Context: an optimization exercise on an open-source flow, tuned for small area, a short achievable clock period and few clock cycles per item. The choices shown serve that exercise and are no tape-out recipe. RTL that was checked went through simulation tests only; none was proved equivalent to the original. No functional check of the RTL was part of runs 1 and 3. No activity file was given, so power comes from the tool's default toggle rates.

**run.sh**
```bash
#!/bin/bash
# synth_recipe.tcl (not shown) runs the flow's synth.tcl, then flattens the netlist and writes it again
# the make line also repeats each setting of config.mk as NAME=value (left out here)
make -C /OpenROAD-flow-scripts/flow DESIGN_CONFIG=/design/flow/config.mk WORK_HOME=/design/flow/orfs CLKGATE_MAP_FILE= SYNTH_SCRIPT=/design/flow/synth_recipe.tcl finish
```
**constraint.sdc**
```tcl
create_clock -name core_clock -period 9.0 [get_ports {clk}]
set_input_delay 1.8000 -clock core_clock [delete_from_list [all_inputs] [get_ports {clk}]]
set_output_delay 1.8000 -clock core_clock [all_outputs]
set_load 0.01 [all_outputs]
```
**config.mk**
```make
export PLATFORM = sky130hd
export DESIGN_NAME = riscv_multicycle
export DESIGN_NICKNAME = riscv_multicycle
export VERILOG_FILES = /design/flow/design.v
export SDC_FILE = /design/flow/constraint.sdc
export NUM_CORES = 4
export LEC_CHECK = 0
export CAP_MARGIN = 20
export CELL_PAD_IN_SITES_DETAIL_PLACEMENT = 1
export CORE_MARGIN = 2
export CORE_UTILIZATION = 30
export PLACE_DENSITY = 0.4
export SETUP_SLACK_MARGIN = 5
export SLEW_MARGIN = 20
export SYNTH_HIERARCHICAL = 1
```
**design.v**
```verilog
module riscv_multicycle #(
  parameter int unsigned  N        = 32,
  parameter logic [N-1:0] RESET_PC = '0
) (
  input  logic                clk,
  input  logic                rst,
  output logic                mem_req,
  output logic                mem_we,
  output logic [N-1:0]        mem_addr,
  output logic [N-1:0]        mem_wdata,
  input  logic [N-1:0]        mem_rdata,
  input  logic                mem_ready,
  output logic                retire,
  output logic                trap,
  output logic [N-1:0]        pc_out
);
  localparam logic [6:0] OP_LOAD   = 7'b0000011;
  localparam logic [6:0] OP_STORE  = 7'b0100011;
  localparam logic [6:0] OP_R      = 7'b0110011;
  localparam logic [6:0] OP_IMM    = 7'b0010011;
  localparam logic [6:0] OP_BRANCH = 7'b1100011;
  localparam logic [6:0] OP_JAL    = 7'b1101111;
  logic [N-1:0] r_addr;    
  logic [N-1:0] r_pc4;     
  logic [N-1:0] r_a;       
  logic [N-1:0] r_b;       
  logic [11:0]  r_imm;     
  logic [4:0]   r_rd;
  logic         r_ld, r_jal, r_wb, r_sub, r_and, r_or, r_slt;
  logic         r_ag;      
  logic         r_dm;      
  logic         r_we;      
  logic         r_ret;     
  logic         r_ill;     
  logic [N-1:0] r_rf [1:31];
  logic [31:1]  r_v;       
  logic [31*N-1:0] w_rf;
  always_comb
    for (int k = 1; k < 32; k++) w_rf[(k-1)*N +: N] = r_rf[k];
  logic [N-1:0] w_res;
  rv_alu #(.N(N)) u_alu (
    .a(r_a), .b(r_b), .sub(r_sub), .op_and(r_and), .op_or(r_or), .op_slt(r_slt),
    .op_jal(r_jal), .pc4(r_pc4), .res(w_res)
  );
  assign mem_req   = ~r_ill & ~r_ag;
  assign mem_we    = r_we;
  assign mem_addr  = r_addr;
  assign mem_wdata = r_b;
  assign retire    = r_ret;
  assign trap      = r_ill;
  assign pc_out    = r_pc4;
  logic w_facc, w_dacc;
  assign w_facc = mem_ready & ~r_dm & ~r_ill;
  assign w_dacc = mem_ready & r_dm & ~r_ag;
  logic [6:0] d_op, d_f7;
  logic [2:0] d_f3;
  logic [4:0] d_rd, d_rs1, d_rs2;
  logic       d_ld, d_st, d_r, d_i, d_br, d_jal, d_alu3, d_legal;
  logic [N-1:0] d_immi, d_imms, d_immb, d_immj;
  assign d_op  = mem_rdata[6:0];
  assign d_rd  = mem_rdata[11:7];
  assign d_f3  = mem_rdata[14:12];
  assign d_rs1 = mem_rdata[19:15];
  assign d_rs2 = mem_rdata[24:20];
  assign d_f7  = mem_rdata[31:25];
  assign d_alu3  = (d_f3 == 3'b000) || (d_f3 == 3'b111) || (d_f3 == 3'b110) || (d_f3 == 3'b010);
  assign d_ld    = (d_op == OP_LOAD)  && (d_f3 == 3'b010);
  assign d_st    = (d_op == OP_STORE) && (d_f3 == 3'b010);
  assign d_r     = (d_op == OP_R) && (((d_f7 == 7'b0000000) && d_alu3) ||
                                      ((d_f7 == 7'b0100000) && (d_f3 == 3'b000)));
  assign d_i     = (d_op == OP_IMM) && d_alu3;
  assign d_br    = (d_op == OP_BRANCH) && (d_f3 == 3'b000);
  assign d_jal   = (d_op == OP_JAL);
  assign d_legal = d_ld | d_st | d_r | d_i | d_br | d_jal;
  assign d_immi = {{(N-12){mem_rdata[31]}}, mem_rdata[31:20]};
  assign d_imms = {{(N-12){mem_rdata[31]}}, mem_rdata[31:25], mem_rdata[11:7]};
  assign d_immb = {{(N-13){mem_rdata[31]}}, mem_rdata[31], mem_rdata[7], mem_rdata[30:25],
                   mem_rdata[11:8], 1'b0};
  assign d_immj = {{(N-21){mem_rdata[31]}}, mem_rdata[31], mem_rdata[19:12], mem_rdata[20],
                   mem_rdata[30:21], 1'b0};
  logic         w_fwd1, w_fwd2, w_haz;
  logic [N-1:0] w_rfa, w_rfb, w_opa, w_opb;
  assign w_fwd1 = r_wb && (d_rs1 == r_rd);
  assign w_fwd2 = r_wb && (d_rs2 == r_rd);
  assign w_haz  = (d_ld | d_st) && w_fwd1;
  rv_rdport #(.N(N)) u_rda (
    .sel(d_rs1), .valid(r_v), .regs(w_rf), .ovr(r_ag), .alt(r_a), .q(w_rfa)
  );
  rv_rdport #(.N(N)) u_rdb (
    .sel(d_rs2), .valid(r_v), .regs(w_rf), .ovr(1'b0), .alt({N{1'b0}}), .q(w_rfb)
  );
  assign w_opa = w_fwd1 ? w_res : w_rfa;
  assign w_opb = w_fwd2 ? w_res : w_rfb;
  logic [N-1:0] w_fa4, w_tgt, w_daddr, w_next, w_offs;
  logic         w_eq, w_take;
  logic d_kmem, d_kjal, d_kbr;
  assign d_kmem = ~d_op[6] & ~d_op[4];    
  assign d_kjal = d_op[6] & d_op[2];      
  assign d_kbr  = d_op[6] & ~d_op[2];     
  always_comb begin
    if (r_ag)          w_offs = {{(N-12){r_imm[11]}}, r_imm};
    else if (d_op[5])  w_offs = d_imms;
    else               w_offs = d_immi;
  end
  assign w_fa4 = r_addr + N'(4);
  rv_add #(.N(N)) u_tgt (.a(r_addr), .b(d_op[2] ? d_immj : d_immb), .cin(1'b0), .s(w_tgt));
  rv_add #(.N(N)) u_dad (.a(w_rfa), .b(w_offs), .cin(1'b0), .s(w_daddr));
  rv_eq  #(.N(N)) u_eq  (.a(w_opa), .b(w_opb), .eq(w_eq));
  assign w_take = d_kjal | (d_kbr & w_eq);
  rv_sel3 #(.N(N)) u_next (
    .m(r_ag | d_kmem), .d(w_daddr), .t(w_take), .x(w_tgt), .y(w_fa4), .q(w_next)
  );
  logic         w_we;
  logic [N-1:0] w_wd;
  assign w_we = r_wb | (r_ld & w_dacc);
  assign w_wd = r_dm ? mem_rdata : w_res;
  always_ff @(posedge clk) begin
    for (int k = 1; k < 32; k++)
      if (w_we && r_rd == 5'(k)) r_rf[k] <= w_wd;
  end
  always_ff @(posedge clk or negedge rst) begin
    if (!rst) r_v <= '0;
    else
      for (int k = 1; k < 32; k++)
        if (w_we && r_rd == 5'(k)) r_v[k] <= 1'b1;
  end
  always_ff @(posedge clk) begin
    if (w_facc) begin
      r_a   <= w_opa;
      r_b   <= d_i ? d_immi : w_opb;
      r_imm <= d_st ? d_imms[11:0] : d_immi[11:0];
      r_rd  <= d_rd;
      r_pc4 <= w_fa4;
    end
  end
  always_ff @(posedge clk or negedge rst) begin
    if (!rst) begin
      r_addr <= RESET_PC;
      r_ld   <= 1'b0;
      r_jal  <= 1'b0;
      r_wb   <= 1'b0;
      r_sub  <= 1'b0;
      r_and  <= 1'b0;
      r_or   <= 1'b0;
      r_slt  <= 1'b0;
      r_ag   <= 1'b0;
      r_dm   <= 1'b0;
      r_we   <= 1'b0;
      r_ret  <= 1'b0;
      r_ill  <= 1'b0;
    end else begin
      r_ret <= 1'b0;
      if (w_facc) begin
        r_addr <= w_next;
        r_ld   <= d_ld;
        r_jal  <= d_jal;
        r_wb   <= (d_r | d_i | d_jal) && (d_rd != 5'd0);
        r_sub  <= (d_r && d_f7[5]) || (d_f3 == 3'b010);
        r_and  <= (d_f3 == 3'b111);
        r_or   <= (d_f3 == 3'b110);
        r_slt  <= (d_f3 == 3'b010);
        r_ag   <= w_haz;
        r_dm   <= d_ld | d_st;
        r_we   <= d_st;
        r_ret  <= d_r | d_i | d_br | d_jal;
        r_ill  <= !d_legal;
      end else if (r_ag) begin
        r_addr <= w_next;
        r_ag   <= 1'b0;
      end else if (w_dacc) begin
        r_addr <= r_pc4;
        r_dm   <= 1'b0;
        r_we   <= 1'b0;
        r_ret  <= 1'b1;
      end
    end
  end
endmodule
module rv_alu #(
  parameter int unsigned N = 32
) (
  input  logic [N-1:0] a,
  input  logic [N-1:0] b,
  input  logic         sub,
  input  logic         op_and,
  input  logic         op_or,
  input  logic         op_slt,
  input  logic         op_jal,
  input  logic [N-1:0] pc4,
  output logic [N-1:0] res
);
  logic [N-1:0] sum;
  logic         lt;
  rv_add #(.N(N)) u_add (.a(a), .b(sub ? ~b : b), .cin(sub), .s(sum));
  assign lt = (a[N-1] ^ b[N-1]) ? a[N-1] : sum[N-1];
  always_comb begin
    if (op_jal)      res = pc4;
    else if (op_and) res = a & b;
    else if (op_or)  res = a | b;
    else if (op_slt) res = {{(N-1){1'b0}}, lt};
    else             res = sum;
  end
endmodule
module rv_rdport #(
  parameter int unsigned N = 32
) (
  input  logic [4:0]      sel,
  input  logic [31:1]     valid,
  input  logic [31*N-1:0] regs,
  input  logic            ovr,
  input  logic [N-1:0]    alt,
  output logic [N-1:0]    q
);
  always_comb begin
    q = {N{ovr}} & alt;
    for (int k = 1; k < 32; k++)
      q = q | ({N{(sel == 5'(k)) && valid[k] && !ovr}} & regs[(k-1)*N +: N]);
  end
endmodule
module rv_eq #(
  parameter int unsigned N = 32
) (
  input  logic [N-1:0] a,
  input  logic [N-1:0] b,
  output logic         eq
);
  assign eq = (a == b);
endmodule
module rv_add #(
  parameter int unsigned N = 32
) (
  input  logic [N-1:0] a,
  input  logic [N-1:0] b,
  input  logic         cin,
  output logic [N-1:0] s
);
  logic [N-1:0] p, g, t;
  always_comb begin
    p = a ^ b;
    g = a;
    t = p;
    g[0] = p[0] ? cin : a[0];
    for (int d = 1; d < N; d = d * 2)
      for (int i = N - 1; i >= d; i = i - 1) begin
        g[i] = t[i] ? g[i-d] : g[i];
        t[i] = t[i] & t[i-d];
      end
    s = p ^ {g[N-2:0], cin};
  end
endmodule
module rv_sel3 #(
  parameter int unsigned N = 32
) (
  input  logic         m,
  input  logic [N-1:0] d,
  input  logic         t,
  input  logic [N-1:0] x,
  input  logic [N-1:0] y,
  output logic [N-1:0] q
);
  assign q = m ? d : (t ? x : y);
endmodule
```
==> run notes, run 1 <==
status complete, but fails checks; SO Faults max-capacitance violations, max-slew violations; asr flop ratio synth 6.36%; cell family with most CP delay simple AND/OR/NAND/NOR gates; HPWL reported at the end of detailed placement roughly 280000 um; Via density 6.87; I/O Buffers between 100 and 150; final cycle utilization of the critical path approximately 67%; Worst path slowest cell or4_4; Die Wd 468 um; total CTS buffers approximately 150; Top Ports between 100 and 150; maximum fanout along the worst path 15; commonest cells in the netlist 1105 x edfxtp_1, 518 x a22oi_1, 378 x nand2_1, 306 x nand3_1, 210 x a21oi_1; final max-slew violation count 14; Slew @ Worst Pin roughly 1.6 ns; CP Buf/Inv Count 4; worst-path cell chain buf_16 > buf_6 > nor2b_1 > a32oi_1 > a2bb2oi_1 > nand4b_1 > or4_4 > mux2_4 > xor2_4 > nor4_2 > nand4_1 > nor2_2 > o21a_4 > buf_6 > buf_12 > mux2i_2 > o21ai_2 > nand2_1 > o21ai_1; chip height 468 um; share of cells above drive strength 1 29.3%; via count ~64000; reg2reg path depth 27; fmax between 0.15 and 0.2 GHz; post-place setup slack 0.507 ns; CP startpoint kind input pin; initial DRC count roughly 11000; TNS Setup 0 ns; most common flop cell mapped by yosys edfxtp_1; kind of critical path in -> reg; Final GP Congestion 0.997; number of global-route vias before repair 58874; Clock Sinks roughly 1200; Mapped Area 64700 sq um; htree depth 4; initial antenna violation count 64; drt first pass iters 9; clock skew 0.0424 ns; largest net degree at the start of global routing 114; syn_area_per_cell between 10 and 15 sq um; Final Setup Violations 0; CP most frequent cell buf_6; DRT antenna net count 0; worst skew pair latency between 0.8 and 0.9 ns; Final min period 5.99 ns; critical path's largest stage delay 0.72 ns; Core Box Area 214000 sq um; final worst slack approximately 3.0 ns; most frequent cell after synthesis edfxtp_1; Max-cap violations 1; routed wire length 450000 um; max_slew headroom -5.19%; clk root buf clkbuf_16; total grt overflow 0; dominant cell type by area after synthesis edfxtp_1; top area cells in the synthesized netlist edfxtp_1 51%, a22oi_1 6.0%, dfrtp_1 2.9%; post-synthesis sequential area ratio a little over half; Netlist cell types 103; Std-Cell Rows 170; post-synthesis cell count 5586; Final #Nets ~6400; #FFs+latches synth 1180; Post-route DRC 0; Ys Warns 11; DIE AREA 219000 sq um; top-area cell type share of the netlist area 51.3%; Post-synth EDFFs about 1100; Starting Density 30.2%; area delta synth->final 33.5%; RSZ-0062 raised after global routing yes; total power 23000 uW; Hold Path Class reg -> reg; Reg clk slew, reported paths 0.06 ns; GRT Total Usage 38.9%; hold depth 1; Max rail drop VDD 0.192 mV; critical path endpoint category flip-flop; pwr/cell area 266 nW/um^2; CP Depth 19; first-pass GRT wire length 569000 um; Leak 0.0288 uW; Worst EP required 9.68 ns; post-DR wirelength/cell just under 50 um; final hold violation count 0; crit path DAT 6.67 ns; CTS max path bufs 3; CTS tree done
==> cell type report <==
class                           count  area [sq um]
Antenna cell                       37          92.6
Fill cell                       22458        128000
Inverter                           52           198
Clock buffer                      202          4010
Multi-Input combinational cell   4016         32300
Sequential cell                  1180         35100
Timing Repair Buffer              956         10500
Clock inverter                     67           606
Tap cell                         2838          3550
==> worst paths after layout <==
| kind | from | end | slack [ns] |
|---|---|---|---|
| setup / recovery | mem_rdata[15] | r_addr[12]$_DFFE_PN0P_ | 3.01 |
| setup reg to reg | r_sub$_DFFE_PN0P_ | r_addr[12]$_DFFE_PN0P_ | 3.48 |
| hold reg to reg | r_we$_DFFE_PN0P_ | r_we$_DFFE_PN0P_ | 0.51 |
| hold / removal | r_we$_DFFE_PN0P_ | r_we$_DFFE_PN0P_ | 0.51 |
| max in group asynchronous | rst | r_addr[26]$_DFFE_PN0P_ | 6.22 |
| min in group asynchronous | rst | r_v[7]$_DFFE_PN0P_ | 0.96 |
==> cells in the final DEF, fill, tap and decap left out, drive strengths merged, types with 49 or more instances in the layout <==
| master | count |
|---|---|
| xnor2 | 142 |
| nor3 | 54 |
| nand4 | 168 |
| mux2i | 62 |
| o21ai | 232 |
| a21oi | 213 |
| edfxtp | 1105 |
| mux2 | 166 |
| clkinv | 53 |
| and2 | 100 |
| clkdlybuf4s50 | 118 |
| a22o | 108 |
| clkbuf | 217 |
| nand3 | 306 |
| dfrtp | 75 |
| inv | 57 |
| nand2 | 378 |
| and3 | 67 |
| a22oi | 518 |
| buf | 809 |
| nor3b | 49 |
| a2bb2oi | 76 |
| a222oi | 52 |
| nor2 | 191 |
| xor2 | 164 |
==> layer usage <==
metal / wire length [um] / part of all wire, % / track usage, % / up-vias
met2: 182000 / 40 / 55.1 / 5458
met5: 816 / 0.18 / 1.15 / -
li1: - / - / - / 23996
met1: 169000 / 38 / 49.2 / 33354
met4: 34000 / 7.6 / 23.8 / 44
met3: 64300 / 14 / 15.4 / 1406
==> flip-flops by register name (all words and copies together) (netlist names), 5 cells and up <==
signal / flops
r_a: 32
r_addr: 32
r_b: 32
r_imm: 12
r_pc4: 32
r_rd: 5
r_rf: 992
r_v: 31
==> worst register-to-register path, stage by stage (launching register included) <==
cell	delay, ns
dfrtp_4	0.52
buf_12	0.17
buf_12	0.14
xor2_4	0.23
and2_4	0.21
o21ai_4	0.05
buf_6	0.11
a22o_4	0.26
a211o_4	0.42
buf_6	0.16
a21oi_4	0.25
o32ai_2	0.14
xnor2_1	0.18
a21oi_2	0.25
o41ai_4	0.08
buf_4	0.20
mux2_4	0.30
xor2_2	0.21
nor4_2	0.22
nand4_1	0.15
nor2_2	0.15
o21a_4	0.21
buf_6	0.15
buf_12	0.14
mux2i_2	0.24
o21ai_2	0.08
nand2_1	0.08
o21ai_1	0.09
==> metrics by stage <==
| step | utilization (%) | cells | hold slack, ns | instance area (sq um) |
|---|---|---|---|---|
| after floorplan | - | 5627 | 0.442 | 65800 |
| after global placement | 33.0 | 8477 | 0.467 | 70800 |
| after detailed placement | 33.0 | 8478 | 0.471 | 70800 |
| after CTS | 38.8 | 9145 | 0.486 | 83100 |
| after global routing | 40.2 | 9317 | 0.545 | 86300 |
| final | 40.3 | 9348 | 0.505 | 86400 |
==> power by group <==
| part | switching (uW) | internal (uW) |
|---|---|---|
| Combinational | 5980 | 3280 |
| Clock | 2660 | 3280 |
| Sequential | 366 | 7400 |
| Total | 9010 | 14000 |
==> kinds of logic after synthesis <==
group	synth area share (%)
buf+inv	3.67
flops	54.2
fa+ha+maj	0.453
xor+xnor	4.18
simple gates	14.2
mux	3.23
other cells	0.00580
compound gates	20.1
==> repair_timing <==
item                                    in CTS  in global routing
resized for setup                          744                282
endpoints found under the setup margin    2109                985
hold buffers                                 0                  0
setup buffers                              335                140
gates cloned                                63                 26
pin swaps                                  176                159
==> inputs of run 2 (changes only) <==
--- a/design.v
+++ b/design.v
@@ -21,6 +21,8 @@
   localparam logic [6:0] OP_BRANCH = 7'b1100011;
   localparam logic [6:0] OP_JAL    = 7'b1101111;
-  logic [N-1:0] r_addr;    
   logic [N-1:0] r_pc4;     
+  logic [N-1:0] r_tgt;     
+  logic [N-1:0] r_dad;     
+  logic         r_take;    
   logic [N-1:0] r_a;       
   logic [N-1:0] r_b;       
@@ -43,7 +45,11 @@
     .op_jal(r_jal), .pc4(r_pc4), .res(w_res)
   );
+  logic [N-1:0] w_fa;      
+  rv_sel3 #(.N(N)) u_bus (
+    .m(r_dm), .d(r_dad), .t(r_take), .x(r_tgt), .y(r_pc4), .q(w_fa)
+  );
   assign mem_req   = ~r_ill & ~r_ag;
   assign mem_we    = r_we;
-  assign mem_addr  = r_addr;
+  assign mem_addr  = w_fa;
   assign mem_wdata = r_b;
   assign retire    = r_ret;
@@ -92,23 +98,15 @@
   assign w_opa = w_fwd1 ? w_res : w_rfa;
   assign w_opb = w_fwd2 ? w_res : w_rfb;
-  logic [N-1:0] w_fa4, w_tgt, w_daddr, w_next, w_offs;
-  logic         w_eq, w_take;
-  logic d_kmem, d_kjal, d_kbr;
-  assign d_kmem = ~d_op[6] & ~d_op[4];    
-  assign d_kjal = d_op[6] & d_op[2];      
-  assign d_kbr  = d_op[6] & ~d_op[2];     
-  always_comb begin
-    if (r_ag)          w_offs = {{(N-12){r_imm[11]}}, r_imm};
-    else if (d_op[5])  w_offs = d_imms;
-    else               w_offs = d_immi;
-  end
-  assign w_fa4 = r_addr + N'(4);
-  rv_add #(.N(N)) u_tgt (.a(r_addr), .b(d_op[2] ? d_immj : d_immb), .cin(1'b0), .s(w_tgt));
-  rv_add #(.N(N)) u_dad (.a(w_rfa), .b(w_offs), .cin(1'b0), .s(w_daddr));
-  rv_eq  #(.N(N)) u_eq  (.a(w_opa), .b(w_opb), .eq(w_eq));
-  assign w_take = d_kjal | (d_kbr & w_eq);
-  rv_sel3 #(.N(N)) u_next (
-    .m(r_ag | d_kmem), .d(w_daddr), .t(w_take), .x(w_tgt), .y(w_fa4), .q(w_next)
-  );
+  logic [N-1:0] w_tgt, w_daddr;
+  logic [11:0]  w_offs;
+  logic         w_eq;
+  always_comb begin
+    if (r_ag)          w_offs = r_imm;
+    else if (d_op[5])  w_offs = d_imms[11:0];
+    else               w_offs = d_immi[11:0];
+  end
+  assign w_tgt = w_fa + (d_op[2] ? d_immj : d_immb);
+  rv_add  #(.N(N)) u_dad (.a(w_rfa), .b({{(N-12){w_offs[11]}}, w_offs}), .cin(1'b0), .s(w_daddr));
+  rv_eq   #(.N(N)) u_eq  (.a(w_opa), .b(w_opb), .eq(w_eq));
   logic         w_we;
   logic [N-1:0] w_wd;
@@ -129,12 +127,14 @@
       r_a   <= w_opa;
       r_b   <= d_i ? d_immi : w_opb;
-      r_imm <= d_st ? d_imms[11:0] : d_immi[11:0];
+      r_imm <= w_offs;
       r_rd  <= d_rd;
-      r_pc4 <= w_fa4;
+      r_tgt <= w_tgt;
     end
+    if (w_facc | r_ag) r_dad <= w_daddr;
   end
   always_ff @(posedge clk or negedge rst) begin
     if (!rst) begin
-      r_addr <= RESET_PC;
+      r_pc4  <= RESET_PC;
+      r_take <= 1'b0;
       r_ld   <= 1'b0;
       r_jal  <= 1'b0;
@@ -152,5 +152,6 @@
       r_ret <= 1'b0;
       if (w_facc) begin
-        r_addr <= w_next;
+        r_pc4  <= w_fa + N'(4);
+        r_take <= d_jal | (d_br & w_eq);
         r_ld   <= d_ld;
         r_jal  <= d_jal;
@@ -166,8 +167,6 @@
         r_ill  <= !d_legal;
       end else if (r_ag) begin
-        r_addr <= w_next;
         r_ag   <= 1'b0;
       end else if (w_dacc) begin
-        r_addr <= r_pc4;
         r_dm   <= 1'b0;
         r_we   <= 1'b0;
@@ -212,9 +211,30 @@
   output logic [N-1:0]    q
 );
-  always_comb begin
-    q = {N{ovr}} & alt;
-    for (int k = 1; k < 32; k++)
-      q = q | ({N{(sel == 5'(k)) && valid[k] && !ovr}} & regs[(k-1)*N +: N]);
-  end
+  logic [31:0]     oh;
+  logic [32*N-1:0] d;
+  logic [4*N-1:0]  gq;
+  always_comb begin
+    oh[0] = ovr;
+    for (int k = 1; k < 32; k++) oh[k] = (sel == 5'(k)) && valid[k] && !ovr;
+  end
+  assign d = {regs, alt};
+  for (genvar g = 0; g < 4; g++) begin : grp
+    rv_ao8n #(.N(N)) u_ao (.s(oh[8*g +: 8]), .d(d[8*g*N +: 8*N]), .qn(gq[g*N +: N]));
+  end
+  assign q = ~(gq[0 +: N] & gq[N +: N] & gq[2*N +: N] & gq[3*N +: N]);
+endmodule
+module rv_ao8n #(
+  parameter int unsigned N = 32
+) (
+  input  logic [7:0]     s,
+  input  logic [8*N-1:0] d,
+  output logic [N-1:0]   qn
+);
+  logic [N-1:0] q;
+  always_comb begin
+    q = '0;
+    for (int j = 0; j < 8; j++) q = q | ({N{s[j]}} & d[j*N +: N]);
+  end
+  assign qn = ~q;
 endmodule
 module rv_eq #(
@@ -226,4 +246,16 @@
 );
   assign eq = (a == b);
+endmodule
+module rv_sel3 #(
+  parameter int unsigned N = 32
+) (
+  input  logic         m,
+  input  logic [N-1:0] d,
+  input  logic         t,
+  input  logic [N-1:0] x,
+  input  logic [N-1:0] y,
+  output logic [N-1:0] q
+);
+  assign q = m ? d : (t ? x : y);
 endmodule
 module rv_add #(
@@ -249,14 +281,2 @@
   end
 endmodule
-module rv_sel3 #(
-  parameter int unsigned N = 32
-) (
-  input  logic         m,
-  input  logic [N-1:0] d,
-  input  logic         t,
-  input  logic [N-1:0] x,
-  input  logic [N-1:0] y,
-  output logic [N-1:0] q
-);
-  assign q = m ? d : (t ? x : y);
-endmodule
--- a/config.mk
+++ b/config.mk
@@ -14,2 +14,3 @@
 export SLEW_MARGIN = 20
 export SYNTH_HIERARCHICAL = 1
+export TNS_END_PERCENT = 10
==> run 2 against run 1 <==
- the run now finishes clean
- clock skew decreased by 0.016 ns
- fmax up 18%
- total power fell by 15%
- clock-buffer cell count decreased by 29
- highest routed layer unchanged
==> run notes, run 2 <==
status timing/DRC/antenna clean; post-route design area 78800 sq um; initial antenna violation count 10; commonest non-fill, non-tap cell in the layout edfxtp_1; Netlist cell types 94; critical path endpoint category flip-flop; Post-route DRC 0; Max-cap violations 0; kind of critical path in -> reg; initial DRC count approximately 4700; sw power approximately 6500 uW; Core Box Area 202000 sq um; worst skew pair latency 0.82 ns; Clock Sinks 1213; Die Wd 455 um; clock skew 0.0261 ns; share of cells above drive strength 1 29.0%; via count 47789; P_int 12900 uW; Top Ports 135; syn_area_per_cell 13.0 sq um; most frequent cells in the layout 1137 x edfxtp_1, 978 x a22oi_1, 294 x buf_4; clock share of power 30.7%; top area cells in the synthesized netlist edfxtp_1 56%, a22oi_1 13%, and4_1 3.8%; Largest register FFs 992; Post-synth EDFFs around 1100; Starting Density around 30%; area delta synth->final 29.1%; #FFs+latches synth between 1000 and 1500; DIE AREA around 210000 sq um; CTS max path bufs 3; WL met2 between 100000 and 150000 um; Max rail drop VDD 0.177 mV; total grt overflow 0; Reg clk slew, reported paths about 0.06 ns; most frequent cell after synthesis edfxtp_1; combinational power share 29.4%; drt first pass iters 7; Net Sw Frac 33.6%; DRT antenna net count 0; Via density 5.98; top layer in use met5; first-pass GRT wire length ~370000 um; fmax a little under 0.2 GHz; max_slew headroom approximately 15%; crit path DAT 5.79 ns; final cycle utilization of the critical path a little under three fifths; pwr/cell area 247 nW/um^2; clk root buf clkbuf_16; number of global-route vias before repair 47956; most common flop cell mapped by yosys edfxtp_1; Ys Warns 12; chip height roughly 460 um; maximum fanout along the worst path 24; total CTS buffers 143; GRT Total Usage 25.5%; dominant cell type by area after synthesis edfxtp_1; met3 wire length 16500 um; Final Setup Violations 0; Slew @ Worst Pin between 1 and 1.5 ns; commonest cells in the netlist 1137 x edfxtp_1, 1026 x a22oi_1, 265 x and4_1, 246 x nand2_1, 203 x buf_2; post-synthesis cell count 4687; CTS tree done; I/O Buffers 134; post-synthesis sequential area ratio 59.0%; top-area cell type share of the netlist area a little under three fifths; Final #Nets 5281; Final GP Congestion 0.912; HPWL reported at the end of detailed placement 181000 um; RSZ-0062 raised after global routing yes; Worst EP required 9.73 ns; Mapped Area 61100 sq um; Met1 Wirelength 118000 um; Hold Path Class reg -> reg; Biggest register r_rf; TNS Setup 0 ns; routed wire length 280000 um; asr flop ratio synth 6.27%; htree depth 4; Layout fillers 20722; dpl cell area 65400 sq um; Final min period 5.06 ns; largest net degree at the start of global routing 109; Std-Cell Rows 165; Leak 0.0249 uW; final max-slew violation count 0; final hold violation count 0; Seq pwr share 39.9%; CP startpoint kind input pin; post-DR wirelength/cell 35.0 um
-- run 2: changes by cell type in the layout (fill, tap and decap cells not counted), sizes merged, moves of 72 or more --
cell / delta
a22o: -103
a22oi: +508
a2bb2oi: -72
and2: -79
and4: +234
buf: -309
nand2: -132
nand3: -268
nand4: -83
o21ai: -78
-- run 2: repair_timing --
| action | 4_1_cts | 5_1_grt |
|---|---|---|
| hold buffers | 0 | 0 |
| endpoints found under the hold margin | 0 | 0 |
| pin swaps | 216 | 120 |
| setup endpoints to repair | 1915 | 1730 |
| setup buffers | 245 | 96 |
| gates cloned | 22 | 21 |
| gates resized for setup | 892 | 224 |
-- run 2: power groups by stage --
stage	combinational [uW]	sequential (uW)	clock, uW
floorplan	2440	7800	0
global placement	4320	7890	0
detailed placement	4370	7890	0
CTS	5170	7770	6080
global route	6010	7780	6260
finish	5720	7770	5960
-- run 2: logic make-up after synthesis --
| logic type | Yosys count | share of synthesized area [%] |
|---|---|---|
| buffers and inverters | 358 | 3.22 |
| other | 1 | 0.00614 |
| flip-flops | 1213 | 59.0 |
| XOR/XNOR | 268 | 3.87 |
| adder cells (fa/ha/maj) | 50 | 0.988 |
| multiplexers | 184 | 3.49 |
| AND/OR/NAND/NOR | 1075 | 11.0 |
| AO/OA/AOI/OAI | 1538 | 18.4 |
-- run 2: worst paths after layout --
check | start | endpoint | slack [ns] | depth (start not counted)
min | r_ld$_DFFE_PN0P_ | r_ld$_DFFE_PN0P_ | 0.50 | 2
min reg2reg | r_ld$_DFFE_PN0P_ | r_ld$_DFFE_PN0P_ | 0.50 | 2
max reg2reg | r_sub$_DFFE_PN0P_ | r_take$_DFFE_PN0P_ | 4.02 | 20
min in group asynchronous | rst | r_pc4[0]$_DFFE_PN0P_ | 0.96 | 1
max in group asynchronous | rst | r_sub$_DFFE_PN0P_ | 6.89 | 2
max | mem_rdata[24] | r_take$_DFFE_PN0P_ | 3.94 | 16
-- run 2: layout make-up --
type	count	area (sq um)	area share [%]
diodes	2	5.00	0.00635
clock buffers	173	3760	4.78
flip-flops and latches	1213	36100	45.7
well taps	2672	3340	4.24
multi-input cells	3172	27400	34.8
inverters	43	166	0.211
clock inverters	83	917	1.16
repair buffers	639	7150	9.07
-- run 2: through the flow --
stage / utilization (%) / hold slack [ns] / setup WS (ns) / instances / power [uW]
finish: 39.0 / 0.495 / 3.94 / 7997 / 19400
global route: 39.0 / 0.518 / 3.97 / 7995 / 20100
CTS: 37.8 / 0.491 / 4.18 / 7878 / 19000
detailed placement: 32.3 / 0.472 / 1.55 / 7355 / 12300
global placement: 32.3 / 0.463 / 1.49 / 7355 / 12200
floorplan: - / 0.446 / 4.09 / 4726 / 10200
-- run 2: critical path: stages --
cell and delay (ns):
buf_6 0.14, buf_4 0.19, buf_6 0.17, nor4b_4 0.33, and3_2 0.43, buf_4 0.45
a22oi_1 0.14, and4_1 0.23, nand4_1 0.18, mux2_2 0.24, xor2_1 0.22, nor4_1 0.37
nand4_1 0.31, nor2_4 0.27, a21oi_2 0.10, o21ai_1 0.14
-- run 2: routing by layer --
layer	track usage, %	up-vias
met1	33.4	25191
met2	42.4	1947
met3	3.72	512
met4	10.1	4
met5	0	-
li1	-	20135
Testbench counts of run 2, summed over its fixed seeds: cycles 90,854, retired 72,013.
==> inputs of run 3 (changes only) <==
--- a/design.v
+++ b/design.v
@@ -23,5 +23,8 @@
   logic [N-1:0] r_pc4;     
   logic [N-1:0] r_tgt;     
-  logic [N-1:0] r_dad;     
+  logic [11:0]  r_dlo;     
+  logic [N-13:0] r_dhi;    
+  logic [N-13:0] r_dalt;   
+  logic         r_dsel;    
   logic         r_take;    
   logic [N-1:0] r_a;       
@@ -46,6 +49,7 @@
   );
   logic [N-1:0] w_fa;      
-  rv_sel3 #(.N(N)) u_bus (
-    .m(r_dm), .d(r_dad), .t(r_take), .x(r_tgt), .y(r_pc4), .q(w_fa)
+  rv_bus #(.N(N)) u_bus (
+    .m(r_dm), .dsel(r_dsel), .dlo(r_dlo), .dhi(r_dhi), .dalt(r_dalt),
+    .t(r_take), .x(r_tgt), .y(r_pc4), .q(w_fa)
   );
   assign mem_req   = ~r_ill & ~r_ag;
@@ -98,5 +102,8 @@
   assign w_opa = w_fwd1 ? w_res : w_rfa;
   assign w_opb = w_fwd2 ? w_res : w_rfb;
-  logic [N-1:0] w_tgt, w_daddr;
+  logic [N-1:0] w_tgt;
+  logic [11:0]  w_dlo;
+  logic [N-13:0] w_dalt;
+  logic         w_dsel;
   logic [11:0]  w_offs;
   logic         w_eq;
@@ -107,5 +114,5 @@
   end
   assign w_tgt = w_fa + (d_op[2] ? d_immj : d_immb);
-  rv_add  #(.N(N)) u_dad (.a(w_rfa), .b({{(N-12){w_offs[11]}}, w_offs}), .cin(1'b0), .s(w_daddr));
+  rv_agen #(.N(N)) u_dad (.a(w_rfa), .off(w_offs), .lo(w_dlo), .alt(w_dalt), .sel(w_dsel));
   rv_eq   #(.N(N)) u_eq  (.a(w_opa), .b(w_opb), .eq(w_eq));
   logic         w_we;
@@ -131,5 +138,10 @@
       r_tgt <= w_tgt;
     end
-    if (w_facc | r_ag) r_dad <= w_daddr;
+    if (w_facc | r_ag) begin
+      r_dlo  <= w_dlo;
+      r_dhi  <= w_rfa[N-1:12];
+      r_dalt <= w_dalt;
+      r_dsel <= w_dsel;
+    end
   end
   always_ff @(posedge clk or negedge rst) begin
@@ -247,15 +259,43 @@
   assign eq = (a == b);
 endmodule
-module rv_sel3 #(
+module rv_bus #(
+  parameter int unsigned N = 32
+) (
+  input  logic          m,
+  input  logic          dsel,
+  input  logic [11:0]   dlo,
+  input  logic [N-13:0] dhi,
+  input  logic [N-13:0] dalt,
+  input  logic          t,
+  input  logic [N-1:0]  x,
+  input  logic [N-1:0]  y,
+  output logic [N-1:0]  q
+);
+  assign q = m ? {dsel ? dalt : dhi, dlo} : (t ? x : y);
+endmodule
+module rv_agen #(
   parameter int unsigned N = 32
 ) (
-  input  logic         m,
-  input  logic [N-1:0] d,
-  input  logic         t,
-  input  logic [N-1:0] x,
-  input  logic [N-1:0] y,
-  output logic [N-1:0] q
+  input  logic [N-1:0]  a,
+  input  logic [11:0]   off,
+  output logic [11:0]   lo,
+  output logic [N-13:0] alt,
+  output logic          sel
 );
-  assign q = m ? d : (t ? x : y);
+  localparam int unsigned H = N - 12;
+  logic [12:0]  s13;
+  logic [H-1:0] h, k, z;
+  rv_addgp #(.N(13)) u_lo (.a({1'b0, a[11:0]}), .b({1'b0, off}), .s(s13));
+  assign lo  = s13[11:0];
+  assign sel = s13[12] ^ off[11];
+  always_comb begin
+    h = a[N-1:12];
+    k = h ^ {H{off[11]}};
+    z = k;
+    for (int d = 1; d < H; d = d * 2)
+      for (int i = H - 1; i >= d; i = i - 1)
+        z[i] = z[i] & z[i-d];
+    alt = h ^ {z[H-2:0], 1'b1};
+  end
 endmodule
 module rv_add #(
@@ -281,2 +321,23 @@
   end
 endmodule
+module rv_addgp #(
+  parameter int unsigned N = 32
+) (
+  input  logic [N-1:0] a,
+  input  logic [N-1:0] b,
+  output logic [N-1:0] s
+);
+  logic [N-1:0] p, g, gg, pp;
+  always_comb begin
+    p = a ^ b;
+    g = a & b;
+    gg = g;
+    pp = p;
+    for (int d = 1; d < N; d = d * 2)
+      for (int i = N - 1; i >= d; i = i - 1) begin
+        gg[i] = gg[i] | (pp[i] & gg[i-d]);
+        pp[i] = pp[i] & pp[i-d];
+      end
+    s = p ^ {gg[N-2:0], 1'b0};
+  end
+endmodule
==> run 3 against run 2 <==
- still clean on timing, DRC and antenna
- sequential share of layout area increased by 2.0 points
- combinational power increased by 1%
- clock power about the same
- setup slack improved by 0.20 ns
- worst hold slack got worse by 0.017 ns
- register-to-register slack improved by 0.21 ns
- utilization decreased by 0.91 points
- sequential power increased by 1%
- highest routed layer unchanged
==> run notes, run 3 <==
largest net degree at the start of global routing 63; Layout fillers 20689; Starting Density between 30 and 40%; status timing/DRC/antenna clean; TNS Setup 0 ns; Hold Path Class reg -> reg; maximum fanout along the worst path 12; simple-gate share of the synthesized area 10.6%; Final min period 4.87 ns; post-DR wirelength/cell 36.7 um; Die Wd about 450 um; Final GP Congestion 0.879; I/O Buffers approximately 130; Post-synth EDFFs 1158; Core Util, Final between 30% and 40%; CTS tree done; Max-cap violations 0; most common flop cell mapped by yosys edfxtp_1; asr flop ratio synth 6.16%; post-synthesis cell count 4520; commonest cells in the netlist 1158 x edfxtp_1, 1025 x a22oi_1, 265 x and4_1, 208 x nand2_1, 196 x buf_2; DIE AREA 206000 sq um; CTS Hold Buffers Added 0; number of global-route vias before repair 46966; chip height 454 um; area delta synth->final 26.3%; fmax approximately 0.21 GHz; Netlist cell types 109; Mapped Area slightly above 60000 sq um; reg2reg setup slack 4.23 ns; Final #Nets 5107; Reg clk slew, reported paths roughly 0.050 ns; RSZ-0062 raised after global routing yes; initial antenna violation count 22; crit path DAT around 5.6 ns; DRT antenna net count 0; Final Setup Violations 0; Slew @ Worst Pin 1.01 ns; via count 46950; #FFs+latches synth 1234; Largest register FFs between 900 and 1000; final hold violation count 0; total CTS buffers 147; kind of critical path in -> reg; syn_area_per_cell 13.5 sq um; worst setup path start mem_rdata[20]; Max rail drop VDD 0.188 mV; Clock Sinks 1234; CTS max path bufs 3; footprint of the multi-input gates 25900 sq um; Std-Cell Rows 165; GRT Total Usage between 20% and 30%; final max-slew violation count 0; Leak 0.0243 uW; Biggest register r_rf; most frequent cell after synthesis edfxtp_1; htree depth 4; dominant cell type by area after synthesis edfxtp_1; HPWL reported at the end of detailed placement 184000 um; worst r2r dst r_take$_DFFE_PN0P_; final cycle utilization of the critical path 54.1%; max_slew headroom between 30% and 40%; fraction of the mapped netlist area in adder cells about 1.1%; total power 19600 uW; total grt overflow 0; r2r startpoint r_sub$_DFFE_PN0P_; most frequent cells in the layout 1158 x edfxtp_1, 990 x a22oi_1, 340 x buf_4; share of cells above drive strength 1 27.6%; commonest non-fill, non-tap cell in the layout edfxtp_1; pwr/cell area between 200 and 300 nW/um^2; Core Box Area 202000 sq um; drt first pass iters 6; routed wire length 287000 um; post-synthesis sequential area ratio 60.3%; worst skew pair latency 0.82 ns; clock skew approximately 0.033 ns; Ys Warns 14; Compound-Gate Fraction of Synth Area 17.3%; Worst EP required between 9 and 10 ns; Post-route DRC 0; clk root buf clkbuf_16; Via density 6.00; Worst Setup EP r_take$_DFFE_PN0P_; first-pass GRT wire length 389000 um; CP startpoint kind input pin; mux share of post-synthesis cell area 4.16%; main combinational cell family by area after synthesis compound AO/OA/AOI/OAI gates; top area cells in the synthesized netlist edfxtp_1 57%, a22oi_1 13%, and4_1 3.8%; critical path endpoint category flip-flop; reg2reg path depth 17; Reg area 36700 sq um; top-area cell type share of the netlist area ~57%; xor/xnor share of the synthesized area 3.38%; Top Ports 135; initial DRC count 5022
-- run 3: how the worst min path moves through the flow --
stage / start / to / slack (ns) / cells after the start
after floorplan: r_v[10]$_DFFE_PN0P_ / r_v[10]$_DFFE_PN0P_ / 0.45 / 1
after global placement: r_ld$_DFFE_PN0P_ / r_ld$_DFFE_PN0P_ / 0.47 / 2
after detailed placement: r_ld$_DFFE_PN0P_ / r_ld$_DFFE_PN0P_ / 0.47 / 2
after CTS: r_ld$_DFFE_PN0P_ / r_ld$_DFFE_PN0P_ / 0.48 / 2
after global routing: r_v[19]$_DFFE_PN0P_ / r_v[19]$_DFFE_PN0P_ / 0.52 / 1
final: r_ld$_DFFE_PN0P_ / r_ld$_DFFE_PN0P_ / 0.48 / 2
-- run 3: through the flow --
step                      worst slack, ns  hold WS (ns)  instances  cell area (sq um)
after floorplan                      4.48         0.446       4558              61000
after global placement               1.90         0.465       7219              65400
after detailed placement             1.86         0.466       7219              65400
after CTS                            4.33         0.479       7751              75800
after global routing                 4.14         0.517       7813              76800
final                                4.13         0.479       7819              76800
-- run 3: where the power goes --
group | internal (uW) | total (uW) | switching, uW
sequential | 7720 | 7880 | 156
combinational | 1830 | 5780 | 3950
clock | 3440 | 5990 | 2550
total | 13000 | 19600 | 6650
-- run 3: final cells by class --
class / count / share of cell area [%]
clock inverters: 89 / 1.11
well taps: 2672 / 4.35
flip-flops and latches: 1234 / 47.8
diodes: 6 / 0.0195
repair buffers: 596 / 7.93
multi-input cells: 3014 / 33.7
clock buffers: 176 / 5.03
inverters: 32 / 0.163
-- run 3: per-layer routing --
metal  global-route usage (%)  wire length, um
met2                     45.3           138000
met5                        0               47
met3                     3.70            17400
met1                     34.8           119000
met4                     10.6            11700
-- run 3: cells by family after synthesis --
group                      after synthesis
xor gates and xnor gates               234
and+or+nand+nor                       1004
other                                    2
adders and majority gates               55
muxes                                  223
buffers and inverters                  341
AOI/OAI and AO/OA                     1427
DFF                                   1234
-- run 3: timing repair --
item	CTS	global route
gates cloned	37	8
gates resized for setup	716	148
buffers inserted	230	54
pin swaps	182	43
endpoints found under the setup margin	1827	1474
-- run 3: critical path, stage by stage --
cell             delay [ns]
clkdlybuf4s18_2        0.38
and2_4                 0.33
and3_2                 0.42
buf_4                  0.29
a22oi_1                0.18
and4_1                 0.32
nand4_1                0.32
mux2_2                 0.43
xor2_4                 0.24
nor4_2                 0.33
nand4_1                0.14
nor2_2                 0.16
a21oi_2                0.07
o21ai_1                0.14
==> inputs of run 4 (changes only) <==
--- a/design.v
+++ b/design.v
@@ -30,4 +30,5 @@
   logic [N-1:0] r_a;       
   logic [N-1:0] r_b;       
+  logic [N-1:0] r_p, r_g;  
   logic [11:0]  r_imm;     
   logic [4:0]   r_rd;
@@ -45,5 +46,5 @@
   logic [N-1:0] w_res;
   rv_alu #(.N(N)) u_alu (
-    .a(r_a), .b(r_b), .sub(r_sub), .op_and(r_and), .op_or(r_or), .op_slt(r_slt),
+    .p(r_p), .g(r_g), .cin(r_sub), .op_and(r_and), .op_or(r_or), .op_slt(r_slt),
     .op_jal(r_jal), .pc4(r_pc4), .res(w_res)
   );
@@ -102,4 +103,9 @@
   assign w_opa = w_fwd1 ? w_res : w_rfa;
   assign w_opb = w_fwd2 ? w_res : w_rfb;
+  logic         d_sub;
+  logic [N-1:0] w_bsel, w_bx;
+  assign d_sub  = (d_r && d_f7[5] && (d_f3 == 3'b000)) || ((d_r || d_i) && (d_f3 == 3'b010));
+  assign w_bsel = d_i ? d_immi : w_opb;
+  assign w_bx   = d_sub ? ~w_bsel : w_bsel;
   logic [N-1:0] w_tgt;
   logic [11:0]  w_dlo;
@@ -133,5 +139,7 @@
     if (w_facc) begin
       r_a   <= w_opa;
-      r_b   <= d_i ? d_immi : w_opb;
+      r_b   <= w_bsel;
+      r_p   <= w_opa ^ w_bx;
+      r_g   <= w_opa & w_bx;
       r_imm <= w_offs;
       r_rd  <= d_rd;
@@ -169,5 +177,5 @@
         r_jal  <= d_jal;
         r_wb   <= (d_r | d_i | d_jal) && (d_rd != 5'd0);
-        r_sub  <= (d_r && d_f7[5]) || (d_f3 == 3'b010);
+        r_sub  <= d_sub;
         r_and  <= (d_f3 == 3'b111);
         r_or   <= (d_f3 == 3'b110);
@@ -191,7 +199,7 @@
   parameter int unsigned N = 32
 ) (
-  input  logic [N-1:0] a,
-  input  logic [N-1:0] b,
-  input  logic         sub,
+  input  logic [N-1:0] p,
+  input  logic [N-1:0] g,
+  input  logic         cin,
   input  logic         op_and,
   input  logic         op_or,
@@ -201,12 +209,20 @@
   output logic [N-1:0] res
 );
-  logic [N-1:0] sum;
+  logic [N-1:0] gg, pp, sum;
   logic         lt;
-  rv_add #(.N(N)) u_add (.a(a), .b(sub ? ~b : b), .cin(sub), .s(sum));
-  assign lt = (a[N-1] ^ b[N-1]) ? a[N-1] : sum[N-1];
   always_comb begin
+    gg = g;
+    pp = p;
+    gg[0] = g[0] | (p[0] & cin);
+    for (int d = 1; d < N; d = d * 2)
+      for (int i = N - 1; i >= d; i = i - 1) begin
+        gg[i] = gg[i] | (pp[i] & gg[i-d]);
+        pp[i] = pp[i] & pp[i-d];
+      end
+    sum = p ^ {gg[N-2:0], cin};
+    lt  = p[N-1] ? sum[N-1] : g[N-1];
     if (op_jal)      res = pc4;
-    else if (op_and) res = a & b;
-    else if (op_or)  res = a | b;
+    else if (op_and) res = g;
+    else if (op_or)  res = p | g;
     else if (op_slt) res = {{(N-1){1'b0}}, lt};
     else             res = sum;
--- a/config.mk
+++ b/config.mk
@@ -9,7 +9,7 @@
 export CELL_PAD_IN_SITES_DETAIL_PLACEMENT = 1
 export CORE_MARGIN = 2
-export CORE_UTILIZATION = 30
-export PLACE_DENSITY = 0.4
-export SETUP_SLACK_MARGIN = 5
+export CORE_UTILIZATION = 35
+export PLACE_DENSITY = 0.45
+export SETUP_SLACK_MARGIN = 4.5
 export SLEW_MARGIN = 20
 export SYNTH_HIERARCHICAL = 1
==> run 4 against run 3 <==
- final area decreased by 5.0%
- sequential cell count grew 64
- total power fell by 23%
- area after synthesis up 2.3%
- die area fell by 12%
- clock power increased by 1%
- setup slack gained 0.18 ns
- largest power group unchanged
- highest routed layer unchanged
==> run notes, run 4 <==
CP startpoint kind input pin; status timing/DRC/antenna clean; final hold violation count 0; total CTS buffers 149; worst r2r dst r_take$_DFFE_PN0P_; Net Sw Frac 26.5%; GRT Total Usage 26.4%; HPWL reported at the end of detailed placement 165000 um; most frequent cell after synthesis edfxtp_1; Die Wd around 430 um; syn_area_per_cell 13.9 sq um; kind of critical path in -> reg; Via density around 6.2; commonest non-fill, non-tap cell in the layout edfxtp_1; Layout fillers around 18000; Final Setup Violations 0; Max rail drop VDD 0.215 mV; Worst Min Path Start r_jal$_DFFE_PN0P_; P_int 11100 uW; first-pass GRT wire length 342000 um; Netlist cell types around 120; via count about 45000; final max-slew violation count 0; CTS Hold Buffers Added 0; asr flop ratio synth 5.86%; initial antenna violation count 13; Final #Nets 4846; Hold Path Class reg -> reg; #FFs+latches synth 1298; post-synthesis sequential area ratio a little over 60%; Top Ports 135; Final GP Congestion between 0.8 and 0.9; CTS max path bufs 3; total grt overflow 0; Starting Density a little over a third; hold depth 2; Core Box Area 176000 sq um; dominant cell type by area after synthesis edfxtp_1; Std-Cell Rows 154; commonest cells in the netlist 1222 x edfxtp_1, 1034 x a22oi_1, 263 x and4_1, 188 x nand2_1, 179 x buf_2; Final min period 4.68 ns; pwr/cell area 206 nW/um^2; crit path DAT 5.41 ns; number of global-route vias before repair 44479; Post-route DRC 0; most frequent cells in the layout 1222 x edfxtp_1, 1031 x a22oi_1, 209 x and4_1; top area cells in the synthesized netlist edfxtp_1 59%, a22oi_1 12%, and4_1 3.7%; drt first pass iters 7; most common flop cell mapped by yosys edfxtp_1; Clock Sinks roughly 1300; Reg area 38600 sq um; Max-cap violations 0; worst skew pair latency 0.82 ns; max_slew headroom a little under a third; I/O Buffers 134; Worst EP required between 9 and 10 ns; largest net degree at the start of global routing 123; DIE AREA roughly 180000 sq um; Ys Warns 13; clk root buf clkbuf_16; DRT antenna net count 0; TNS Setup 0 ns; footprint of the multi-input gates 22900 sq um; post-synthesis cell count ~4500; Mapped Area approximately 62000 sq um; final cycle utilization of the critical path 52.0%; critical path endpoint category flip-flop; CTS tree done; combinational power share a little under an eighth; maximum fanout along the worst path 20; fmax roughly 0.21 GHz; sw power roughly 4000 uW; area delta synth->final 17.4%; Reg clk slew, reported paths 0.06 ns; Largest register FFs around 990; Post-synth EDFFs between 1000 and 1500; r2r startpoint r_p[0]$_DFFE_PP_; reg2reg setup slack between 4 and 5 ns; routed wire length around 250000 um; top-area cell type share of the netlist area 59.0%; final hold slack slightly below 0.5 ns; hold worst-path end r_jal$_DFFE_PN0P_; clock share of power 40.3%; Slew @ Worst Pin 1.01 ns; share of cells above drive strength 1 approximately a fifth; post-DR wirelength/cell between 30 and 40 um; Seq pwr share approximately 48%; RSZ-0062 raised after global routing yes; chip height 426 um; Leak between 0.02 and 0.025 uW; reg2reg path depth 19; htree depth 4; initial DRC count approximately 4700; clock skew 0.0279 ns; Biggest register r_rf
[run 4: per-layer routing]
metal  track usage (%)  vias to the layer above  part of all wire (%)
li1                  -                    18870                     -
met1              36.2                    23455                    43
met2              42.6                     1888                    47
met3              4.64                      364                   7.4
met4              8.08                        8                   3.0
met5                 0                        -                 0.022
[run 4: area by class of cell]
| class | instances | share of cell area [%] |
|---|---|---|
| clock buffers | 185 | 5.42 |
| clock inverters | 89 | 1.14 |
| flip-flops and latches | 1298 | 52.9 |
| diodes | 5 | 0.0171 |
| well taps | 2340 | 4.01 |
| multi-input cells | 2880 | 31.4 |
| inverters | 36 | 0.195 |
| repair buffers | 367 | 4.96 |
[run 4: what timing repair did]
item,4_1_cts,5_1_grt
endpoints found under the setup margin,292,176
resized for setup,334,112
buffers inserted,55,41
pin swaps,41,45
cloned,0,3
[run 4: kinds of logic after synthesis]
family,Yosys count,share of synthesized area (%)
other,2,0.0121
AO/OA/AOI/OAI,1396,16.2
multiplexers,232,4.41
adder cells (fa/ha/maj),79,1.61
buffers and inverters,340,3.37
XOR/XNOR,174,2.45
AND/OR/NAND/NOR,958,9.91
flip-flops,1298,62.1
[run 4: per-stage QoR]
step,power [uW],utilization (%),setup WS (ns),cell area (sq um),instances
after floorplan,8180,-,4.40,62400,4517
after detailed placement,9000,37.4,1.22,65900,6822
final,15100,41.4,4.32,73000,7200
after global routing,15500,41.4,4.35,73000,7196
after CTS,15100,41.0,4.38,72200,7151
after global placement,8970,37.4,1.28,65900,6821
[run 4: worst max path at each step]
stage / start / to / slack (ns)
floorplan: mem_rdata[19] / r_dsel$_DFFE_PP_ / 4.40
global placement: mem_rdata[17] / r_take$_DFFE_PN0P_ / 1.28
detailed placement: mem_rdata[17] / r_take$_DFFE_PN0P_ / 1.22
CTS: r_dsel$_DFFE_PP_ / mem_addr[16] / 4.38
global route: r_dsel$_DFFE_PP_ / mem_addr[24] / 4.35
finish: mem_rdata[20] / r_take$_DFFE_PN0P_ / 4.32
[run 4: worst max-delay path, cell delays in order]
cell      delay (ns)
clkbuf_4        0.26
and2b_4         0.29
and3_2          0.37
buf_4           0.32
a22oi_1         0.21
and4_1          0.27
nand4_1         0.33
mux2_4          0.44
xor2_4          0.24
nor4_2          0.26
nand4_1         0.17
nor2_2          0.15
a21oi_2         0.09
o21ai_1         0.13
[run 4: power groups by stage]
stage               Combinational [uW]  Sequential (uW)  Clock [uW]
floorplan                          883             7300           0
global placement                  1630             7340           0
detailed placement                1660             7340           0
CTS                               1720             7210        6170
global route                      1880             7220        6410
finish                            1770             7220        6070
Testbench counts of run 4, summed over its fixed seeds: cycles 90,854, retired 72,013.
==> inputs of run 5 (changes only) <==
--- a/config.mk
+++ b/config.mk
@@ -9,8 +9,8 @@
 export CELL_PAD_IN_SITES_DETAIL_PLACEMENT = 1
 export CORE_MARGIN = 2
-export CORE_UTILIZATION = 35
-export PLACE_DENSITY = 0.45
+export CORE_UTILIZATION = 30
+export PLACE_DENSITY = 0.4
 export SETUP_SLACK_MARGIN = 4.5
 export SLEW_MARGIN = 20
 export SYNTH_HIERARCHICAL = 1
-export TNS_END_PERCENT = 10
+export TNS_END_PERCENT = 2
==> run 5 against run 4 <==
- highest routed layer unchanged
- utilization fell by 5.9 points
- critical path depth rose by 1
- routed wire length rose by 4.7%
- largest cell class unchanged
- still clean on timing, DRC and antenna
==> run notes, run 5 <==
status timing/DRC/antenna clean; Starting Density ~30%; worst-path cell chain buf_2 > nor4_4 > and4_4 > buf_4 > buf_4 > a22oi_1 > and4_1 > nand4_1 > mux2_4 > xor2_2 > nor4_2 > nand4_1 > nor2_1 > a21oi_1 > o21ai_1; reg2reg path depth 16; maximum fanout along the worst path 11; CP Depth 15; critical path endpoint category flip-flop; via count 44686; cell family with most CP delay simple AND/OR/NAND/NOR gates; P_int ~11000 uW; worst r2r dst r_take$_DFFE_PN0P_; crit path DAT 5.31 ns; Final GP Congestion 0.900; most frequent cells in the layout 1222 x edfxtp_1, 1029 x a22oi_1, 225 x buf_4; pwr/cell area between 200 and 250 nW/um^2; commonest non-fill, non-tap cell in the layout edfxtp_1; Worst path slowest cell nor4_4; CP startpoint kind input pin; post-synthesis sequential area ratio 62.1%; CP Buf/Inv Count 3; commonest cells in the netlist 1222 x edfxtp_1, 1034 x a22oi_1, 263 x and4_1, 188 x nand2_1, 179 x buf_2; final worst slack roughly 4.4 ns; initial antenna violation count 14; Final min period between 4 and 5 ns; met3 wire length 15700 um; Seq pwr share between 40% and 50%; final cycle utilization of the critical path just over 50%; Biggest register r_rf; DIE AREA 211000 sq um; final max-slew violation count 0; Core Box Area 207000 sq um; combinational power share between 10% and 20%; Met1 Wirelength 111000 um; Hold Path Class reg -> reg; Final Setup Violations 0; share of cells above drive strength 1 19.8%; most frequent cell after synthesis edfxtp_1; first-pass GRT wire length between 300000 and 400000 um; total grt overflow 0; Mapped Area 62200 sq um; Leak roughly 0.023 uW; Max-cap violations 0; clock share of power 40.7%; Final #Nets 4875; Ys Warns 13; clk root buf clkbuf_16; Clock Sinks 1298; CTS max path bufs 3; largest net degree at the start of global routing 85; I/O Buffers approximately 130; clock skew 0.0305 ns; final hold violation count 0; Via density 5.89; Layout fillers ~21000; GRT Total Usage about a quarter; post-place setup slack 1.83 ns; Post-synth EDFFs 1222; top layer in use met5; Worst Setup EP r_take$_DFFE_PN0P_; post-DR wirelength/cell 33.9 um; Reg clk slew, reported paths approximately 0.060 ns; Slew @ Worst Pin between 1 and 1.5 ns; htree depth 4; Netlist cell types between 100 and 150; drt first pass iters 6; dominant cell type by area after synthesis edfxtp_1; critical path's largest stage delay 0.51 ns; total CTS buffers 149; worst setup path start mem_rdata[24]; Net Sw Frac 26.2%; sw power slightly below 4000 uW; TNS Setup 0 ns; area delta synth->final 18.0%; max_slew headroom 31.7%; Std-Cell Rows approximately 170; initial DRC count 4212; post-synthesis cell count around 4500; top area cells in the synthesized netlist edfxtp_1 59%, a22oi_1 12%, and4_1 3.7%; Die Wd 459 um; CTS tree done; #FFs+latches synth 1298; worst skew pair latency 0.82 ns; Worst EP required 9.66 ns; Max rail drop VDD 0.193 mV; Post-route DRC 0; reg2reg setup slack about 4.5 ns; number of global-route vias before repair 44937; asr flop ratio synth approximately 6%; Top Ports 135; top-area cell type share of the netlist area between 50 and 60%; WL met2 123000 um; DRT antenna net count 0; r2r startpoint r_p[6]$_DFFE_PP_; RSZ-0062 raised after global routing yes; most common flop cell mapped by yosys edfxtp_1; fmax 0.215 GHz; chip height 459 um; HPWL reported at the end of detailed placement 175000 um; Largest register FFs ~990; routed wire length 257000 um; kind of critical path in -> reg; syn_area_per_cell 13.9 sq um
-- run 5: cells by family after synthesis --
group,count (synthesis),share of synthesized area (%)
fa+ha+maj,79,1.61
buf+inv,340,3.37
mux,232,4.41
simple gates,958,9.91
compound gates,1396,16.2
flops,1298,62.1
other cells,2,0.0121
xor+xnor,174,2.45
-- run 5: per-layer routing --
layer | GRT usage [%] | up-vias
met1 | 31.6 | 23601
met4 | 7.56 | 10
met5 | 0 | -
li1 | - | 18928
met2 | 39.1 | 1780
met3 | 3.52 | 367
-- run 5: metrics by stage --
| stage | power, uW | instance area, sq um | utilization (%) | hold slack, ns | instances |
|---|---|---|---|---|---|
| after floorplan | 8180 | 62400 | - | 0.445 | 4517 |
| after global placement | 9020 | 66600 | 32.3 | 0.469 | 7216 |
| after detailed placement | 9040 | 66600 | 32.3 | 0.469 | 7216 |
| after CTS | 15300 | 72700 | 35.2 | 0.483 | 7561 |
| after global routing | 15600 | 73400 | 35.5 | 0.516 | 7587 |
| final | 15200 | 73400 | 35.5 | 0.493 | 7588 |
-- run 5: power by group through the flow --
stage | clock, uW | sequential (uW) | combinational, uW
finish | 6180 | 7210 | 1790
global route | 6510 | 7220 | 1910
CTS | 6320 | 7210 | 1750
detailed placement | 0 | 7340 | 1710
global placement | 0 | 7330 | 1690
floorplan | 0 | 7300 | 883
-- run 5: worst min-delay path by stage --
stage	from	to	slack, ns	cells after the start
2_1_floorplan	r_slt$_DFFE_PN0P_	r_slt$_DFFE_PN0P_	0.44	2
3_3_place_gp	r_v[14]$_DFFE_PN0P_	r_v[14]$_DFFE_PN0P_	0.47	1
3_5_place_dp	r_v[23]$_DFFE_PN0P_	r_v[23]$_DFFE_PN0P_	0.47	1
4_1_cts	r_v[23]$_DFFE_PN0P_	r_v[23]$_DFFE_PN0P_	0.48	1
5_1_grt	r_jal$_DFFE_PN0P_	r_jal$_DFFE_PN0P_	0.52	2
6_report	r_v[8]$_DFFE_PN0P_	r_v[8]$_DFFE_PN0P_	0.49	1
-- run 5: layout make-up --
| type | instances | area, sq um | share of cell area (%) |
|---|---|---|---|
| flip-flops and latches | 1298 | 38600 | 52.6 |
| multi-input cells | 2881 | 22700 | 30.9 |
| clock buffers | 188 | 4050 | 5.52 |
| repair buffers | 395 | 3670 | 5.00 |
| well taps | 2704 | 3380 | 4.61 |
| clock inverters | 84 | 818 | 1.12 |
| inverters | 36 | 143 | 0.194 |
| diodes | 2 | 5.00 | 0.00682 |
-- run 5: timing repair --
item | CTS | global route
endpoints found under the setup margin | 460 | 235
buffers inserted | 71 | 22
hold buffers | 0 | 0
pin swaps | 51 | 46
gates cloned | 2 | 3
gates resized for setup | 232 | 146
-- run 5: worst reg2reg max path: stages, from the launching register on --
cell       delay (ns)
edfxtp_1         0.50
a21oi_1          0.19
o21ai_1          0.12
a31oi_2          0.50
a21oi_1          0.26
nor3_2           0.33
a2bb2oi_1        0.42
a22oi_1          0.19
mux2i_1          0.16
a221o_1          0.38
mux2_2           0.35
xor2_1           0.46
nor4_1           0.09
nand4_1          0.12
nor2_1           0.06
a21oi_1          0.13
o21ai_1          0.07
==> inputs of run 6 (changes only) <==
--- a/config.mk
+++ b/config.mk
@@ -10,7 +10,8 @@
 export CORE_MARGIN = 2
 export CORE_UTILIZATION = 30
+export GPL_ROUTABILITY_DRIVEN = 0
 export PLACE_DENSITY = 0.4
 export SETUP_SLACK_MARGIN = 4.5
 export SLEW_MARGIN = 20
 export SYNTH_HIERARCHICAL = 1
-export TNS_END_PERCENT = 2
+export TNS_END_PERCENT = 10
==> run 6 against run 5 <==
- final cell count grew 0.74%
- clock power increased by 1%
- via count down 0.20%
- critical path depth up 1
- sequential power is essentially flat
- non-clock buffer count is 47 higher
- total power grew 0.53%
- combinational power about the same
- worst hold slack worse by 0.013 ns
- global-route usage up 0.22 points
- die area unchanged
- utilization grew 0.53 points
==> run notes, run 6 <==
status timing/DRC/antenna clean; I/O Buffers 134; met1 Use GR 32.4%; worst skew pair latency 0.81 ns; Hold Path Class reg -> reg; Max rail drop VDD 0.200 mV; reg2reg path depth 16; placed cells about 7200; Via density 5.83; number of global-route vias before repair about 45000; htree depth 4; CTS max path bufs 3; fmax 0.216 GHz; post-DR wirelength/cell roughly 34 um; Starting Density 30.1%; CP Depth 16; clk root buf clkbuf_16; syn_area_per_cell roughly 14 sq um; routed wire length 259000 um; post-synthesis sequential area ratio 62.1%; kind of critical path in -> reg; Core Util, Final 36.0%; Final Setup Violations 0; Worst EP required approximately 9.6 ns; total grt overflow 0; met2 usage between 30 and 40%; initial DRC count 4379; top area cells in the synthesized netlist edfxtp_1 59%, a22oi_1 12%, and4_1 3.7%; dominant cell type by area after synthesis edfxtp_1; CTS tree done; critical path endpoint category flip-flop; CP startpoint kind input pin; total CTS buffers 152; most common flop cell mapped by yosys edfxtp_1; hold depth 1; max_slew headroom 26.6%; Post-synth EDFFs 1222; Max-cap violations 0; top-area cell type share of the netlist area 59.0%; Core Box Area 207000 sq um; chip height 459 um; Clock Sinks 1298; HPWL reported at the end of detailed placement about 170000 um; most frequent cells in the layout 1222 x edfxtp_1, 1014 x a22oi_1, 241 x buf_4; area delta synth->final 19.7%; Final #Nets 4930; r2r startpoint r_p[6]$_DFFE_PP_; critical path's largest stage delay between 0.4 and 0.5 ns; first-pass GRT wire length 357000 um; Final min period between 4 and 5 ns; Netlist cell types 118; Most Crowded Layer GR met2; #FFs+latches synth 1298; total power 15300 uW; crit path DAT 5.26 ns; clock skew 0.0349 ns; final max-slew violation count 0; final std cells w/o fill approximately 7600; GRT Total Usage 23.8%; TNS Setup 0 ns; via count 44596; Top Ports 135; pwr/cell area 205 nW/um^2; Die Wd about 460 um; Worst path slowest cell mux2_4; Std-Cell Rows between 150 and 200; CP Buf/Inv Count 4; RSZ-0062 raised after global routing yes; share of cells above drive strength 1 21.5%; Biggest register r_rf; drt first pass iters 5; worst-path cell chain clkbuf_4 > nor4b_4 > buf_4 > and4_4 > buf_12 > buf_4 > a22oi_1 > and4_1 > nand4_1 > mux2_4 > xor2_2 > nor4_1 > nand4_1 > nor2_2 > a21oi_1 > o21ai_1; CTS Hold Buffers Added 0; largest net degree at the start of global routing 124; DRT antenna net count 0; most frequent cell after synthesis edfxtp_1; commonest non-fill, non-tap cell in the layout edfxtp_1; Largest register FFs 992; Reg clk slew, reported paths 0.06 ns; worst setup path start mem_rdata[24]; GR Util met3 3.05%; commonest cells in the netlist 1222 x edfxtp_1, 1034 x a22oi_1, 263 x and4_1, 188 x nand2_1, 179 x buf_2; cell family with most CP delay simple AND/OR/NAND/NOR gates; final cycle utilization of the critical path 51.4%; Slew @ Worst Pin 1.10 ns; Mapped Area between 60000 and 70000 sq um; DIE AREA 211000 sq um; Worst Min Path Start r_v[9]$_DFFE_PN0P_; Ys Warns 13; initial antenna violation count 11; asr flop ratio synth 5.86%; final hold violation count 0; maximum fanout along the worst path 11; post-synthesis cell count roughly 4500; Post-route DRC 0; Leak 0.0237 uW
-- run 6: cell types whose count changed in the layout (fill, tap and decap cells not counted), moves of 8 or more --
cell	change
buf_6	+11
and4_2	-22
buf_12	+15
buf_4	+16
and3_4	+14
a22oi_1	-15
a22oi_2	+15
and4_4	+20
buf_8	+8
-- run 6: per-layer routing --
metal  wire [um]  vias to the layer above  part of all wire (%)
li1            -                    19052                     -
met5          69                        -                 0.027
met2      123000                     1589                    48
met1      113000                    23607                    44
met3       13700                      338                   5.3
met4        8240                       10                   3.2
-- run 6: area by class of cell --
type	instances	area (sq um)
well taps	2704	3380
fillers	21344	132000
flip-flops and latches	1298	38600
repair buffers	442	4320
clock inverters	90	818
inverters	36	143
multi-input cells	2886	23100
diodes	2	5.00
clock buffers	186	4130
-- run 6: power breakdown --
| part | internal [uW] | switching (uW) |
|---|---|---|
| Sequential | 7140 | 74.8 |
| Clock | 3630 | 2620 |
| Combinational | 478 | 1320 |
| Total | 11200 | 4010 |
-- run 6: path summary, 6_finish.rpt --
kind / endpoint / slack [ns]
min: r_v[9]$_DFFE_PN0P_ / 0.48
max: r_take$_DFFE_PN0P_ / 4.37
max in group asynchronous: r_v[20]$_DFFE_PN0P_ / 6.86
min in group asynchronous: r_pc4[7]$_DFFE_PN0P_ / 0.97
max reg2reg: r_take$_DFFE_PN0P_ / 4.48
min reg2reg: r_v[9]$_DFFE_PN0P_ / 0.48
-- run 6: stage by stage --
step | cell area, sq um | hold slack [ns] | setup slack (ns)
final | 74500 | 0.479 | 4.37
after global routing | 74500 | 0.496 | 4.35
after CTS | 73700 | 0.481 | 4.28
after detailed placement | 66700 | 0.462 | 1.88
after global placement | 66700 | 0.463 | 1.88
after floorplan | 62400 | 0.445 | 4.40
-- run 6: cell families (layout without fill, tap and decap cells) --
logic type / after synthesis / count (layout) / synth area share [%]
compound gates: 1396 / 1396 / 16.2
flops: 1298 / 1298 / 62.1
simple gates: 958 / 965 / 9.91
buf+inv: 340 / 754 / 3.37
mux: 232 / 232 / 4.41
xor+xnor: 174 / 174 / 2.45
fa+ha+maj: 79 / 79 / 1.61
other cells: 2 / 42 / 0.0121
-- run 6: what timing repair did --
action	in CTS	in global routing
setup buffers	107	33
gates resized for setup	361	130
endpoints found under the setup margin	346	238
gates cloned	9	2
pin swaps	95	50

afterwards: timing with drivers on the ports:
No port has a modelled driver above. Below, the same layouts with a new extraction and two added sets of constraints.
Step 1 sets driving cells, clkbuf_16 on the clock port and buf_2 on the other inputs (assumed; they add their load-dependent delay and slew).
Step 2 moves the port delays by t, midway between the first and last clock arrival at a register: inputs arrive t later, outputs are due t later. That takes back most of the time a late clock gives input paths.
Three values: no drivers, after step 1, after step 2; two values: the first two.
| run | t (ns) | setup WS [ns] | worst setup path after step 2 | clock arrival spread, ns | worst data-port slew with drivers (ns) |
|---|---|---|---|---|---|
| run 1 | 0.938 | 3.011 / 2.646 / 1.708 | input to register | 0.050 / 0.050 | 0.63 |
| run 2 | 0.907 | 3.937 / 4.000 / 3.093 | input to register | 0.027 / 0.027 | 0.15 |
| run 3 | 0.901 | 4.133 / 4.201 / 3.300 | input to register | 0.039 / 0.039 | 0.09 |
| run 4 | 0.893 | 4.317 / 4.335 / 3.478 | input to register | 0.032 / 0.032 | 0.17 |
| run 5 | 0.887 | 4.351 / 4.334 / 3.530 | input to register | 0.035 / 0.035 | 0.10 |
| run 6 | 0.884 | 4.370 / 4.367 / 3.551 | input to register | 0.035 / 0.036 | 0.11 |
For run 1, which loses most, drivers alone change the setup slack by -0.365 ns; drivers and shift together by -1.303 ns.
